Background: an optimization exercise with open tools, aiming at small area. Do not read the settings as production practice. At most, simulation tests tie the RTL to the original design; equivalence was not proved. Power figures rest on the tool's default switching activity, not on a simulated workload.

==> v23: inputs <==
// tpu_mac_core
module tpu_mac_core
(
  input  logic              clk,
  input  logic              rst,
  input  logic [tpu_mac_pkg::BYTE_W-1:0] datos_in,
  input  logic              ena_write,
  input  logic              enable_accu,
  input  logic              clear,
  output logic [tpu_mac_pkg::WORD_W-1:0] matrix_a,
  output logic [tpu_mac_pkg::WORD_W-1:0] matrix_b,
  output logic [tpu_mac_pkg::WORD_W-1:0] product,
  output logic [tpu_mac_pkg::WORD_W-1:0] acc_out,
  output logic              word_done,
  output logic              a_loaded
);
==> module tpu_mac_core, before the edit <==
module tpu_mac_core
(
  input  logic              clk,
  input  logic              rst,
  input  logic [tpu_mac_pkg::BYTE_W-1:0] datos_in,
  input  logic              ena_write,
  input  logic              enable_accu,
  input  logic              clear,
  output logic [tpu_mac_pkg::WORD_W-1:0] matrix_a,
  output logic [tpu_mac_pkg::WORD_W-1:0] matrix_b,
  output logic [tpu_mac_pkg::WORD_W-1:0] product,
  output logic [tpu_mac_pkg::WORD_W-1:0] acc_out,
  output logic              word_done,
  output logic              a_loaded
);
  logic wr_d, acc_d, beta;
  logic wr_strobe, acc_strobe;
  logic [2:0] byte_cnt, j;
  logic [2:0] cnt_d;    
  logic [55:0] stg;
  assign wr_strobe  = ena_write & ~wr_d;
  assign acc_strobe = enable_accu & ~acc_d;
  always_ff @(posedge clk) begin
    if (!rst) begin
      wr_d     <= 1'b0;
      acc_d    <= 1'b0;
      beta     <= 1'b0;
      byte_cnt <= '0;
      cnt_d    <= '0;
    end else begin
      cnt_d    <= byte_cnt;
      wr_d     <= ena_write;
      acc_d    <= enable_accu;
      beta     <= wr_strobe;
      if (wr_strobe) byte_cnt <= byte_cnt + 1'b1;
    end
  end
  byte_word_assembler u_asm (
    .clk       (clk),
    .datos_in  (datos_in),
    .wr_strobe (wr_strobe),
    .byte_cnt  (byte_cnt),
    .stg       (stg)
  );
  assign j = cnt_d;
  wire last_a = wr_strobe & (byte_cnt == 3'd7);    
  wire last_b = beta & (byte_cnt == 3'd0);          
  always_ff @(posedge clk) begin
    if (!rst) begin
      matrix_b  <= '0;
      word_done <= 1'b0;
    end else begin
      word_done <= last_a;
      if (last_a) matrix_b <= {datos_in, stg};
    end
  end
  always_ff @(posedge clk) begin
    if (!rst) begin
      matrix_a <= '0;
      a_loaded <= 1'b0;
    end else if (word_done) begin
      if (!a_loaded) begin
        matrix_a <= matrix_b;
        a_loaded <= 1'b1;
      end else begin
        a_loaded <= 1'b0;
      end
    end
  end
  wire [15:0] a00 = matrix_a[15:0],  a01 = matrix_a[31:16];
  wire [15:0] a10 = matrix_a[47:32], a11 = matrix_a[63:48];
  wire [15:0] w00 = stg[15:0], w01 = stg[31:16], w10 = stg[47:32];
  wire [7:0]  s0 = stg[7:0], s1 = stg[15:8], s6 = stg[55:48];
  logic [7:0] x_d;
  always_ff @(posedge clk) x_d <= datos_in;
  wire [7:0] x = beta ? x_d : datos_in;
  logic [15:0] lin00, lin01, lin10, lin11;
  logic [15:0] q00, q01, q10, q11;
  logic [15:0] p00, p01, p10, p11;
  logic [15:0] a0, a1, acc0, acc1;
  always_comb begin
    if (beta) begin
      a0   = j[2] ? w01 : w00;
      a1   = j[1] ? w10 : w00;
      acc0 = (j == 3'd2 || j == 3'd4) ? 16'd0 : (j == 3'd5) ? q00 : q01;
      acc1 = (j == 3'd4) ? 16'd0 : q10;
    end else begin
      a0   = j[2] ? a01 : a00;
      a1   = j[2] ? a11 : a10;
      acc0 = (!j[0] && !j[2]) ? 16'd0 : j[1] ? lin01 : lin00;
      acc1 = (!j[0] && !j[2]) ? 16'd0 : j[1] ? lin11 : lin10;
    end
  end
  wire [15:0] a0s = j[0] ? {a0[7:0], 8'h00} : a0;
  wire [15:0] a1s = j[0] ? {a1[7:0], 8'h00} : a1;
  logic [15:0] r0, r1;
  tpu_mac16x8 u_l0 (.a(a0s), .x(x), .c(acc0), .r(r0));
  tpu_mac16x8 u_l1 (.a(a1s), .x(x), .c(acc1), .r(r1));
  wire [7:0]  y2 = beta ? (j[0] ? s1 : s0) : datos_in;
  wire [7:0]  z2 = beta ? s0 : s6;
  wire [15:0] acc2 = (!beta && j[0]) ? q11 : q00;
  logic [15:0] r2;
  tpu_sqx u_l2 (.y(y2), .z(z2), .sh(j[0]), .c(acc2), .r(r2));
  always_ff @(posedge clk) begin
    if (wr_strobe) begin
      if (!byte_cnt[1]) begin
        lin00 <= r0;
        lin10 <= r1;
      end else begin
        lin01 <= r0;
        lin11 <= r1;
      end
      if (byte_cnt[2] && byte_cnt[1]) q11 <= r2;
    end
    if (beta) begin
      if (j[2] && !j[1]) q00 <= r0;
      else if (j[1]) q01 <= r0;
      if (j[2]) q10 <= r1;
      if (j == 3'd6) q00 <= r2;
    end
  end
  always_ff @(posedge clk) begin
    if (!rst) begin
      p00 <= '0;
      p01 <= '0;
      p10 <= '0;
      p11 <= '0;
    end else if (last_a) begin
      p00 <= lin00;
      p01 <= r0;
      p10 <= lin10;
      p11 <= r1;
    end else if (last_b && !a_loaded) begin
      p00 <= r2;
      p01 <= r0;
      p10 <= r1;
      p11 <= q11;
    end
  end
  assign product = {p11, p10, p01, p00};
  logic [63:0] acc_sum;
  for (genvar e = 0; e < 4; e++) begin : g_acc
    tpu_add16 u_add (.a(acc_out[16*e +: 16]), .b(product[16*e +: 16] & {16{acc_strobe}}),
                     .s(acc_sum[16*e +: 16]));
  end
  always_ff @(posedge clk) begin
    if (!rst) begin
      acc_out <= '0;
    end else if (clear) begin
      acc_out <= '0;
    end else begin
      acc_out <= acc_sum;
    end
  end
endmodule
==> flow/config.mk <==
export PLATFORM = sky130hd
export DESIGN_NAME = tpu_mac_core
export DESIGN_NICKNAME = tpu_mac_core
export VERILOG_FILES = /design/flow/design.v
export SDC_FILE = /design/flow/constraint.sdc
export NUM_CORES = 4
export LEC_CHECK = 0
export CAP_MARGIN = 0
export CORE_MARGIN = 2
export CORE_UTILIZATION = 60
export CTS_BUF_LIST = sky130_fd_sc_hd__clkbuf_4 sky130_fd_sc_hd__clkbuf_8
export SLEW_MARGIN = 0
==> flow/constraint.sdc <==
create_clock -name core_clock -period 9.2 [get_ports {clk}]
set_input_delay 1.8400 -clock core_clock [delete_from_list [all_inputs] [get_ports {clk}]]
set_output_delay 1.8400 -clock core_clock [all_outputs]
set_load 0.01 [all_outputs]
standard.sh (not shown) runs the stock make flow with config.mk's settings and CLKGATE_MAP_FILE= SYNTH_SCRIPT=/design/flow/synth_recipe.tcl, a recipe that flattens the netlist after the stock synthesis.
==> flow/flow/run.sh <==
#!/bin/bash
# Layout flow: the standard ORFS flow, except that the port buffers that
# global placement inserts on every input and output use the smallest buffer cell.
set -euo pipefail
export BUFFER_PORTS_ARGS="-buffer_cell sky130_fd_sc_hd__buf_1"
bash standard.sh > standard_flow.log 2>&1
==> v17: changes against v23 <==
==> flow/run.sh (new file) <==
#!/bin/bash
# synth_recipe.tcl (not shown) runs the flow's synth.tcl, then flattens the netlist and writes it again
# the make line also repeats each setting of config.mk as NAME=value (left out here)
make -C /OpenROAD-flow-scripts/flow DESIGN_CONFIG=/design/flow/config.mk WORK_HOME=/design/flow/orfs CLKGATE_MAP_FILE= SYNTH_SCRIPT=/design/flow/synth_recipe.tcl finish
removed: flow/flow/run.sh
removed: flow/standard.sh
==> v18: changes against v23 <==
--- a/flow/design.v
+++ b/flow/design.v
@@ -790,5 +790,16 @@
   wire [7:0]  s0 = stg[7:0], s1 = stg[15:8], s6 = stg[55:48];
-  logic [7:0] x_d;
-  always_ff @(posedge clk) x_d <= datos_in;
-  wire [7:0] x = beta ? x_d : datos_in;
+  logic [7:0] xs;    
+  always_comb begin
+    case (j)
+      3'd0: xs = stg[7:0];
+      3'd1: xs = stg[15:8];
+      3'd2: xs = stg[23:16];
+      3'd3: xs = stg[31:24];
+      3'd4: xs = stg[39:32];
+      3'd5: xs = stg[47:40];
+      3'd6: xs = stg[55:48];
+      default: xs = matrix_b[63:56];
+    endcase
+  end
+  wire [7:0] x = beta ? xs : datos_in;
   logic [15:0] lin00, lin01, lin10, lin11;
@@ -859,4 +870,3 @@
   for (genvar e = 0; e < 4; e++) begin : g_acc
-    tpu_add16 u_add (.a(acc_out[16*e +: 16]), .b(product[16*e +: 16] & {16{acc_strobe}}),
-                     .s(acc_sum[16*e +: 16]));
+    tpu_add16 u_add (.a(acc_out[16*e +: 16]), .b(product[16*e +: 16]), .s(acc_sum[16*e +: 16]));
   end
@@ -867,3 +877,3 @@
       acc_out <= '0;
-    end else begin
+    end else if (acc_strobe) begin
       acc_out <= acc_sum;
==> flow/run.sh (new file) <==
#!/bin/bash
# synth_recipe.tcl (not shown) runs the flow's synth.tcl, then flattens the netlist and writes it again
# the make line also repeats each setting of config.mk as NAME=value (left out here)
make -C /OpenROAD-flow-scripts/flow DESIGN_CONFIG=/design/flow/config.mk WORK_HOME=/design/flow/orfs CLKGATE_MAP_FILE= SYNTH_SCRIPT=/design/flow/synth_recipe.tcl finish
==> flow/config.mk (replaced) <==
export PLATFORM = sky130hd
export DESIGN_NAME = tpu_mac_core
export DESIGN_NICKNAME = tpu_mac_core
export VERILOG_FILES = /design/flow/design.v
export SDC_FILE = /design/flow/constraint.sdc
export NUM_CORES = 4
export LEC_CHECK = 0
export CAP_MARGIN = 20
export CORE_MARGIN = 2
export CORE_UTILIZATION = 40
export SLEW_MARGIN = 20
removed: flow/flow/run.sh
removed: flow/standard.sh
==> metrics.yaml <==
clock_tree:
  root_buffer: "clkbuf_16"
drt:
  routed_wl_um: 88600
  num_vias: 21000
setup_path:
  worstSetupPathDepth: 24
  cpMaxStageDelayCell: "clkdlybuf4s50_1"
  critical_path.cell_chain: "clkdlybuf4s50_1 > nor2b_1 > or2_2 > nand2_1 > fa_1 > fa_1 > fa_1 > fa_1 > inv_1 > ha_1 > o21ai_0 > a21oi_1 > o41ai_1 > o21ai_0 > fa_1 > xnor2_1 > xnor2_1 > xnor2_1 > xnor2_1 > xnor2_1 > xnor2_1 > xnor2_1 > xnor2_1 > inv_1"
power:
  ir_worst_vdd_v: 0.000123
  power_per_cell_area_mw_per_mm2: 176
  switching_share_pct: 32.1
synthesis:
  syn_nets: 3081
  synth_area_sq_mm: 0.0279
  synth_area_per_cell_sq_um: 10.1
placed_design:
  post-place-ws_ns: 0.398
status:
  status: "finished clean"
min_path:
  holdPathEnd: "beta"
floorplanning:
  die_area_sq_mm: 0.0718
  nWellTaps: 931
  die_y_um: 268
cells_and_area:
  stdcell_area_sq_mm: 0.0331
global_routing:
  grt_max_degree: 123
  grt_use_met1_pct: 34.5
The numbers above come from v18.

==> metrics.yaml <==
status:
  status: "finished clean"
setup_path:
  worstSetupPathDepth: 23
  cpMaxStageDelayCell: "fa_1"
  critical_path.cell_chain: "buf_1 > nor2b_4 > and2_1 > ha_1 > inv_1 > fa_1 > inv_1 > fa_1 > fa_1 > fa_1 > fa_1 > fa_1 > fa_1 > fa_1 > fa_1 > fa_1 > fa_1 > fa_1 > fa_1 > fa_1 > xor2_1 > and3_1 > nor3_1"
min_path:
  holdPathEnd: "matrix_a[40]"
floorplanning:
  die_area_sq_mm: 0.0478
  nWellTaps: 600
  die_y_um: 219
global_routing:
  grt_max_degree: 114
power:
  switching_share_pct: 31.4
synthesis:
  synth_area_sq_mm: 0.0276
drt:
  routed_wl_um: 82200
The numbers above come from v23.

==> metrics.yaml <==
status:
  status: "finished clean"
synthesis:
  synth_area_sq_mm: 0.0276
  synth_area_per_cell_sq_um: 10.5
setup_path:
  worstSetupPathDepth: 23
cells_and_area:
  stdcell_area_sq_mm: 0.0326
floorplanning:
  die_area_sq_mm: 0.0478
  nWellTaps: 600
  die_y_um: 219
drt:
  num_vias: 20900
clock_tree:
  root_buffer: "clkbuf_8"
global_routing:
  grt_max_degree: 95
The numbers above come from v17.

For v23 and v17, only the layout was checked, not whether the RTL still works.

what the ideal ports hide:
How much do the figures lean on ideal ports? The routed layouts below were timed once more, with nothing changed but the port constraints. Step 1 sets driving cells, clkbuf_16 on the clock port and buf_2 on the other inputs (assumed; they add their load-dependent delay and slew). Step 2 also shifts input and output timing later by t, the mid clock arrival at the registers, as if the neighbouring blocks saw the same clock. Three values: no drivers, after step 1, after step 2; two values: the first two.
run	t (ns)	setup WS [ns]	worst setup path at the end	clock arrival spread, ns	worst slew at a driven data input, ns
v23	0.712	1.376 / 1.413 / 0.701	input to register	0.035 / 0.035	0.04
v17	0.724	1.002 / 1.037 / 0.312	input to register	0.047 / 0.047	0.04
v18	0.653	0.960 / 1.002 / 0.349	input to register	0.037 / 0.038	0.06
After both steps every run listed still meets setup and hold. The setup slack of v17, which loses most, moves by +0.035 ns with the drivers and by -0.690 ns with both steps.
